What follows belongs to an exercise in optimizing a design on an open flow for small area, a short achievable clock period and few clock cycles per item; a production flow would make more cautious choices. At most, simulation tests tie the RTL to the original design; equivalence was not proved. Power is estimated from default activity; no workload was simulated.

Design battery_soc_power_mode_controller, start of the top module:
module battery_soc_power_mode_controller
(
  input  logic                clk,
  input  logic                rst,
  input  logic                s_tvalid,
  output logic                s_tready,
  input  logic [bspmc_pkg::OpW-1:0]      s_tuser,
  input  logic [bspmc_pkg::InDatW-1:0]   s_tdata,
  output logic                m_tvalid,
  input  logic                m_tready,
  output logic [bspmc_pkg::OutDatW-1:0]  m_tdata,
  input  logic                cfg_valid,
  output logic                cfg_ready,
  input  logic [bspmc_pkg::CfgIdxW-1:0]  cfg_index,
  input  logic [bspmc_pkg::CfgDatW-1:0]  cfg_data
);
clock: 5.0 ns
lec_check: 0
cap_margin: 20
core_margin: 2
core_utilization: 55
place_density: 0.75
setup_slack_margin: 2.2
slew_margin: 20
tns_end_percent: 100
standard.sh (not shown) runs the stock make flow with config.mk's settings and CLKGATE_MAP_FILE= SYNTH_SCRIPT=/design/flow/synth_recipe.tcl, a recipe that flattens the netlist after the stock synthesis.
==> flow/flow/run.sh <==
#!/bin/bash
# Standard ORFS layout (the standard.sh), except that synthesis maps with
# the delay-driven ABC script in flow/abc_speed.script and without the adder
# cell mapping, and the port buffers start as buf_1 cells.
set -euo pipefail
rm -rf scripts_abc
cp -r "$FLOW_HOME/scripts" scripts_abc
cp flow/abc_speed.script scripts_abc/abc_speed.script
bash standard.sh SCRIPTS_DIR="$PWD/scripts_abc" ADDER_MAP_FILE= BUFFER_PORTS_ARGS="-buffer_cell sky130_fd_sc_hd__buf_1" CTS_ARGS='-sink_clustering_enable -repair_clock_nets -dont_use_dummy_load -buf_list {sky130_fd_sc_hd__clkbuf_4 sky130_fd_sc_hd__clkbuf_8}' finish > standard.log 2>&1
==> flow/flow/abc_speed.script <==
strash
dch
map -D 1500
topo
stime -c
buffer -c
upsize -c -D 1500
dnsize -c -D 1500
Testbench counts at the start, summed over its fixed seeds: cycles 12,008, items 12,000.
Rerun with:
==> flow/flow/run.sh (replaced) <==
#!/bin/bash
# Standard ORFS layout (the standard.sh), except that synthesis maps with
# the delay-driven ABC script in flow/abc_speed.script and without the adder
# cell mapping, and the port buffers start as buf_1 cells.
set -euo pipefail
rm -rf scripts_abc
cp -r "$FLOW_HOME/scripts" scripts_abc
cp flow/abc_speed.script scripts_abc/abc_speed.script
bash standard.sh SCRIPTS_DIR="$PWD/scripts_abc" ADDER_MAP_FILE= BUFFER_PORTS_ARGS="-buffer_cell sky130_fd_sc_hd__buf_1" CTS_ARGS='-sink_clustering_enable -repair_clock_nets -dont_use_dummy_load -buf_list {sky130_fd_sc_hd__clkbuf_8 sky130_fd_sc_hd__clkbuf_16}' finish > standard.log 2>&1
==> flow/flow/abc_speed.script (replaced) <==
strash
balance
rewrite
refactor
balance
rewrite
rewrite -z
balance
refactor -z
rewrite -z
balance
dch
map -D 1500
topo
stime -c
buffer -c
upsize -c -D 1500
dnsize -c -D 1500
Settings changed: CORE_UTILIZATION 55 to 40, PLACE_DENSITY 0.75 to 0.6, SETUP_SLACK_MARGIN 2.2 to 2.0.
After rerunning: The changed run passed the timing, DRC and antenna checks; hold slack improves by 0.0041 ns; die area rises by 33%; clock skew falls by 0.0035 ns; core utilization falls by 16 points; power rises by 9.8%.
Rerun with:
Settings changed: SETUP_SLACK_MARGIN 2.0 to 1.8.
After rerunning:
- count of clock-buffer cells in the layout does not change
- flip-flop and latch count does not change
- global-route usage is about the same
- utilization falls by 0.34 points
- setup slack got worse by 0.14 ns
- final area decreases by 0.75%
- clock skew barely changes
- power fell by 0.35%
- die area stays the same
- via count stays flat
- wire length stays flat

Another version of the RTL of battery_soc_power_mode_controller (not shown whole).
Size: about 190 flip-flops, ~180 I/O pins, about 15000 µm² of cells after synthesis.
export LEC_CHECK = 0
export CAP_MARGIN = 20
export CORE_MARGIN = 2
export CORE_UTILIZATION = 40
export PLACE_DENSITY = 0.6
export SLEW_MARGIN = 20
create_clock -name core_clock -period 5.0 [get_ports {clk}]
run.sh (not shown) runs the stock make flow with config.mk's settings and CLKGATE_MAP_FILE= SYNTH_SCRIPT=/design/flow/synth_recipe.tcl, a recipe that flattens the netlist after the stock synthesis.
Stock flow here: none of the scripts above is used.
Next try:
SETUP_SLACK_MARGIN = 2.0   (was unset)
TNS_END_PERCENT = 100   (was unset)
Outcome: Sequential power hardly moves; clock power hardly moves; core utilization rises by 6.4 points.
Next try:
SETUP_SLACK_MARGIN = 2.5   (was 2.0)
Final area went up by 0.85%. Clock-buffer cell count came out lower by 2. Fmax is lower by 1.7%. Sequential share of layout area rises by 0.12 points. Wire length rose by 4.5%.
No run of this note included a check of the RTL's function; only the layout flow was run.

RTL: one of the versions met above, not the one the previous note started from.
Size in the first run: ~2,200 cells after synthesis, ~180 I/O pins.
==> flow/config.mk <==
export PLATFORM = sky130hd
export DESIGN_NAME = battery_soc_power_mode_controller
export DESIGN_NICKNAME = battery_soc_power_mode_controller
export VERILOG_FILES = /design/flow/design.v
export SDC_FILE = /design/flow/constraint.sdc
export NUM_CORES = 4
export LEC_CHECK = 0
export CAP_MARGIN = 20
export CORE_MARGIN = 2
export CORE_UTILIZATION = 40
export PLACE_DENSITY = 0.6
export SETUP_SLACK_MARGIN = 2.0
export SLEW_MARGIN = 20
export TNS_END_PERCENT = 100
==> flow/constraint.sdc <==
create_clock -name core_clock -period 5.0 [get_ports {clk}]
set_input_delay 1.0000 -clock core_clock [delete_from_list [all_inputs] [get_ports {clk}]]
set_output_delay 1.0000 -clock core_clock [all_outputs]
set_load 0.01 [all_outputs]
standard.sh (not shown) runs the stock make flow with config.mk's settings and CLKGATE_MAP_FILE= SYNTH_SCRIPT=/design/flow/synth_recipe.tcl, a recipe that flattens the netlist after the stock synthesis.
==> flow/flow/run.sh <==
#!/bin/bash
# Standard ORFS layout (the standard.sh), except that synthesis maps with
# the delay-driven ABC script in flow/abc_speed.script and without the adder
# cell mapping, and the port buffers start as buf_1 cells.
set -euo pipefail
rm -rf scripts_abc
cp -r "$FLOW_HOME/scripts" scripts_abc
cp flow/abc_speed.script scripts_abc/abc_speed.script
bash standard.sh SCRIPTS_DIR="$PWD/scripts_abc" ADDER_MAP_FILE= BUFFER_PORTS_ARGS="-buffer_cell sky130_fd_sc_hd__buf_1"  finish > standard.log 2>&1
==> flow/flow/abc_speed.script <==
strash
dch
map -D 1500
topo
stime -c
buffer -c
upsize -c -D 1500
dnsize -c -D 1500
Testbench counts at the start, summed over its fixed seeds: cycles 12,008, items 12,000.
Rerun with:
--- a/flow/flow/run.sh
+++ b/flow/flow/run.sh
@@ -8,2 +8,2 @@
 cp flow/abc_speed.script scripts_abc/abc_speed.script
-bash standard.sh SCRIPTS_DIR="$PWD/scripts_abc" ADDER_MAP_FILE= BUFFER_PORTS_ARGS="-buffer_cell sky130_fd_sc_hd__buf_1"  finish > standard.log 2>&1
+bash standard.sh SCRIPTS_DIR="$PWD/scripts_abc" ADDER_MAP_FILE= BUFFER_PORTS_ARGS="-buffer_cell sky130_fd_sc_hd__buf_1" CTS_ARGS='-sink_clustering_enable -repair_clock_nets -dont_use_dummy_load -buf_list {sky130_fd_sc_hd__clkbuf_4 sky130_fd_sc_hd__clkbuf_8}' finish > standard.log 2>&1
==> flow/flow/abc_speed.script (replaced) <==
strash
dch
map -D 1250
topo
stime -c
buffer -c
upsize -c -D 1250
dnsize -c -D 1250
=>
- total power decreases by 11%
- setup slack gets worse by 0.055 ns
- final cell count increases by 13%
- routed wire length increases by 29%
- synthesized cell count increases by 14%
- worst hold slack gets better by 0.013 ns
- non-clock buffer count increases by 10
- synthesized area increases by 9.2%
Rerun with:
==> flow/flow/run.sh (replaced) <==
#!/bin/bash
# Standard ORFS layout (the standard.sh), except that synthesis maps with
# the delay-driven ABC script in flow/abc_speed.script and without the adder
# cell mapping, and the port buffers start as buf_1 cells.
set -euo pipefail
rm -rf scripts_abc
cp -r "$FLOW_HOME/scripts" scripts_abc
cp flow/abc_speed.script scripts_abc/abc_speed.script
bash standard.sh SCRIPTS_DIR="$PWD/scripts_abc" ADDER_MAP_FILE= BUFFER_PORTS_ARGS="-buffer_cell sky130_fd_sc_hd__buf_1" CTS_ARGS='-sink_clustering_enable -repair_clock_nets -dont_use_dummy_load -sink_clustering_max_diameter 40 -buf_list {sky130_fd_sc_hd__clkbuf_4 sky130_fd_sc_hd__clkbuf_8}' finish > standard.log 2>&1
==> flow/flow/abc_speed.script (replaced) <==
strash
balance
rewrite
refactor
balance
rewrite
rewrite -z
balance
refactor -z
rewrite -z
balance
dch
map -D 1500
topo
stime -c
buffer -c
upsize -c -D 1500
dnsize -c -D 1500
The changed run completed without violations.
Hold slack got worse by 0.0073 ns.
Area after synthesis is lower by about 11%.
Worst setup slack improved by 0.0098 ns.
Routed wire length is lower by 25%.
Flip-flop and latch count does not change.

-- port drivers added, routing unchanged --
The flow's constraints put no driver on any port. The routed layouts listed below were extracted and timed again, unchanged, in two steps.
Step 1 sets driving cells, clkbuf_16 on the clock port and buf_2 on the other inputs (assumed; they add their load-dependent delay and slew).
Step 2, shift: input delay + t, output delay - t, t = (earliest + latest rising clock arrival at the registers) / 2. This alone moves slack from input paths to output paths.
Three values: ideal, step 1, step 2; two values: the first two.
run	shift t [ns]	slack for setup (ns)	clock arrival spread, ns	worst slew at a driven data input, ns	pins driven straight from the clock port
the first run of note 1	0.503	2.254 / 2.254 / 1.777	0.040 / 0.040	0.04	1
the second run of note 1	0.493	2.178 / 2.178 / 1.744	0.036 / 0.036	0.06	1
the third run of note 1	0.494	2.038 / 2.038 / 1.659	0.037 / 0.036	0.07	1
the first run of note 2	0.508	0.430 / 0.430 / 0.430	0.017 / 0.017	0.06	1
the second run of note 2	0.496	0.924 / 0.924 / 0.924	0.011 / 0.011	0.07	1
the third run of note 2	0.512	0.854 / 0.854 / 0.854	0.015 / 0.015	0.07	1
the first run of note 3	0.502	2.188 / 2.194 / 1.704	0.012 / 0.011	0.07	1
the second run of note 3	0.564	2.133 / 2.140 / 1.586	0.048 / 0.048	0.05	1
the third run of note 3	0.530	2.143 / 2.143 / 1.726	0.055 / 0.055	0.07	1
After both steps every run listed still meets setup and hold. For the second run of note 3, which loses most, drivers alone change the setup slack by +0.007 ns; drivers and shift together by -0.547 ns.
